Source: an optimization exercise on an open RTL-to-GDS flow (aim: a short achievable clock period and few clock cycles per item). Production flows keep margins and buffers that such runs may drop. The RTL was checked by simulation tests, not by an equivalence proof against the original design. The clock port is modelled as an ideal driver, which makes a skipped or thinned clock tree look cheaper than it is; a real chip needs a root buffer or a tree. Power is estimated from default activity; no workload was simulated.

== try-onyx ==
==> flow/design.v (excerpt) <==
module fm_frontend_top (
    input  logic                 clock,
    input  logic                 i_rst_n,
    input  logic                 i_in_wr_en,
    input  fm_sample_pkg::byte_t i_in_din,
    output logic                 o_in_full,
    input  logic                 i_out_rd_en,
    output fm_sample_pkg::iq_t   o_out_iq,
    output logic                 o_out_empty
);
    localparam int unsigned YW = 27;    
    logic       rst_q;
    logic       acc_q;
    logic [7:0] din_q;
    logic       full_r;
    always_ff @(posedge clock) begin
        rst_q <= i_rst_n;
        acc_q <= i_in_wr_en && !full_r && i_rst_n;
        din_q <= i_in_din;
    end
    assign o_in_full = full_r;
    logic        done;
    logic [15:0] xi_new;
    logic [15:0] xq_new;
    logic [303:0] hist_i;
    logic [303:0] hist_q;
    iq_decode iq_decode_inst (
        .clock   (clock),
        .i_rst_n (rst_q),
        .i_acc   (acc_q),
        .i_byte  (din_q),
        .o_done  (done),
        .o_xi    (xi_new),
        .o_xq    (xq_new),
        .o_hist_i(hist_i),
        .o_hist_q(hist_q)
    );
    logic [YW-1:0] ps_i, pc_i, ps_q, pc_q;
    fir_partial fir_i_inst (.clock(clock), .i_hist(hist_i), .o_ps(ps_i), .o_pc(pc_i));
    fir_partial fir_q_inst (.clock(clock), .i_hist(hist_q), .o_ps(ps_q), .o_pc(pc_q));
    function automatic logic [YW-1:0] final_add(
        input logic [YW-1:0] ps,
        input logic [YW-1:0] pc,
  ...
Size in the first run: ~8500 cells after synthesis, roughly 78 I/O pins, ~0.090 sq mm of cells after synthesis.
export LEC_CHECK = 0
export CAP_MARGIN = 20
export CORE_MARGIN = 2
export CORE_UTILIZATION = 40
export SLEW_MARGIN = 20
create_clock -name core_clock -period 12.0 [get_ports {clock}]
standard.sh (not shown) runs the stock make flow with config.mk's settings and CLKGATE_MAP_FILE= SYNTH_SCRIPT=/design/flow/synth_recipe.tcl, a recipe that flattens the netlist after the stock synthesis.
==> flow/flow/run.sh <==
#!/bin/bash
# Standard synthesis and layout, with repair_timing asked for extra setup
# slack and the port buffers made plain buffers. Knobs are in knobs.txt.
set -euo pipefail
here="$(cd "$(dirname "${BASH_SOURCE[0]}")" && pwd)"
mapfile -t knobs < <(grep -v '^#' "$here/knobs.txt" | grep -v '^ *$')
bash standard.sh "${knobs[@]}" finish > standard_flow.log 2>&1
==> flow/flow/knobs.txt <==
SETUP_SLACK_MARGIN=8.8
TNS_END_PERCENT=100
BUFFER_PORTS_ARGS=-buffer_cell sky130_fd_sc_hd__buf_4
CORE_UTILIZATION=60
PLACE_DENSITY=0.72
Testbench counts of try-onyx, summed over its fixed seeds: cycles 8,224, items 2,048.
--- input diff try-onyx..try-juniper ---
==> flow/run.sh (new file) <==
#!/bin/bash
# synth_recipe.tcl (not shown) runs the flow's synth.tcl, then flattens the netlist and writes it again
# the make line also repeats each setting of config.mk as NAME=value (left out here)
make -C /OpenROAD-flow-scripts/flow DESIGN_CONFIG=/design/flow/config.mk WORK_HOME=/design/flow/orfs CLKGATE_MAP_FILE= SYNTH_SCRIPT=/design/flow/synth_recipe.tcl finish
removed: flow/flow/run.sh
removed: flow/flow/knobs.txt
removed: flow/standard.sh
[summary]
Cmp try-onyx and try-juniper / wire length of the first global-routing pass / higher: try-juniper
in -> reg as the kind of critical path was reported by try-juniper, and reg -> out by try-onyx.
Total chip power, try-onyx and try-juniper: larger value in try-juniper
Diff try-onyx -> try-juniper: relative contribution of sequential cells to total power shrank by 1.1 points, data required time of the worst path increased 3.15 ns, final cell utilization of the core shrank by 22 points.
try-juniper has less setup slack than try-onyx.
Looking at area of the die across both flows, try-juniper is the weaker of the two, with try-onyx ahead.
Setup changes, try-juniper to try-delta
==> flow/flow/run.sh (new file) <==
#!/bin/bash
# Standard synthesis and layout, with repair_timing asked for extra setup
# slack and the port buffers made plain buffers. Knobs are in knobs.txt.
set -euo pipefail
here="$(cd "$(dirname "${BASH_SOURCE[0]}")" && pwd)"
mapfile -t knobs < <(grep -v '^#' "$here/knobs.txt" | grep -v '^ *$')
bash standard.sh "${knobs[@]}" finish > standard_flow.log 2>&1
==> flow/flow/knobs.txt (new file) <==
SETUP_SLACK_MARGIN=8.8
TNS_END_PERCENT=100
BUFFER_PORTS_ARGS=-buffer_cell sky130_fd_sc_hd__buf_4
==> flow/standard.sh (new file) <==
#!/bin/bash
# synth_recipe.tcl (not shown) runs the flow's synth.tcl, then flattens the netlist and writes it again
# the make line also repeats each setting of config.mk as NAME=value (left out here)
make -C /OpenROAD-flow-scripts/flow DESIGN_CONFIG=/design/flow/config.mk WORK_HOME=/design/flow/orfs CLKGATE_MAP_FILE= SYNTH_SCRIPT=/design/flow/synth_recipe.tcl "${@:-finish}"
removed: flow/run.sh
Growth of design area from synthesis to finish for try-delta is higher than for try-juniper.
Diff try-juniper -> try-delta: via count held, multi-input combinational cell count held, share of final layout cell area taken by non-clock buffers saw an increase, starting DRC count in detailed routing saw a decrease.

* * *

## the reference run
Another version of the RTL of fm_frontend_top (not shown whole).
Size: about 8,000 cells after synthesis, about 1,800 flip-flops, roughly 78 I/O pins, about 89,000 um2 of cells after synthesis.
Settings: LEC_CHECK=0, CAP_MARGIN=20, CORE_MARGIN=2, CORE_UTILIZATION=40, SLEW_MARGIN=20; clock period 12.0 ns.
==> flow/flow/run.sh <==
#!/bin/bash
# Standard synthesis and layout (the standard.sh), with:
#  - repair_timing asked for extra setup slack, port buffers made plain
#    buffers, and other ORFS knobs listed in knobs.txt;
#  - after clock tree synthesis, custom_cts.tcl rebuilds the clock tree as
#    port -> 4 mid buffers -> leaf buffers -> flip-flops.
# The whole ORFS output goes to standard_flow.log in the work folder.
set -euo pipefail
here="$(cd "$(dirname "${BASH_SOURCE[0]}")" && pwd)"
mapfile -t knobs < <(grep -v '^#' "$here/knobs.txt" | grep -v '^ *$')
bash standard.sh "${knobs[@]}" "POST_CTS_TCL=$here/custom_cts.tcl" finish > standard_flow.log 2>&1
==> flow/flow/knobs.txt <==
SETUP_SLACK_MARGIN=9.2
TNS_END_PERCENT=100
BUFFER_PORTS_ARGS=-buffer_cell sky130_fd_sc_hd__buf_4
CORE_UTILIZATION=75
PLACE_DENSITY=0.85
Other scripts of this flow, unchanged in this note and not shown: flow/flow/custom_cts.tcl
Every stage of the flow completed for the reference run, and the final layout passed the timing, design-rule and antenna checks.
Testbench counts of the reference run, summed over its fixed seeds: cycles 8,216, items 2,048.
[inputs] the trial run vs the reference run
==> flow/flow/knobs.txt <==
SETUP_SLACK_MARGIN=8.9
TNS_END_PERCENT=100
BUFFER_PORTS_ARGS=-buffer_cell sky130_fd_sc_hd__buf_4
CORE_UTILIZATION=60
PLACE_DENSITY=0.72
--- outcome ---
- Summary — via count, the trial run relative to the reference run: lower, by 6,147.
- Going from the reference run to the trial run, synthesis-to-layout area growth shows a reduction of 2.6 points, width of the die went up 12%, fraction of area in registers moved up, combinational share of power saw a decrease, part of the power in the clock network went up 0.2 points.
- Diff the reference run -> the trial run: final total power moved down, portion of the clock cycle consumed by the worst path in the final layout about even.
No run of this note takes its clock network from TritonCTS; it comes from the design's own scripts or RTL.

==> afterwards: timing with drivers on the ports <==
The flow's constraints put no driver on any port. The routed layouts listed below were extracted and timed again, unchanged, in two steps.
Step 1 sets driving cells, clkbuf_16 on the clock port and buf_2 on the other inputs (assumed; they add their load-dependent delay and slew).
Step 2 moves the port delays by t, midway between the first and last clock arrival at a register: inputs arrive t later, outputs are due t later. That takes back most of the time a late clock gives input paths.
a / b / c = ideal ports / drivers / drivers and shift; a / b = the first two.
| run | t (ns) | setup slack, ns | worst setup path at the end | worst data-port slew with drivers (ns) |
|---|---|---|---|---|
| try-onyx | 0.885 | 8.117 / 8.040 / 7.934 | input to register | 0.05 |
| try-juniper | 0.909 | 7.349 / 7.408 / 6.498 | input to register | 0.03 |
| try-delta | 0.912 | 8.099 / 8.013 / 8.012 | input to register | 0.08 |
| the reference run | 0.740 | 8.550 / 8.380 / 8.107 | input to register | 0.25 |
| the trial run | 0.743 | 8.544 / 8.369 / 8.305 | input to register | 0.09 |
After both steps every run listed still meets setup and hold. For try-juniper, which loses most, drivers alone change the setup slack by +0.059 ns; drivers and shift together by -0.851 ns.
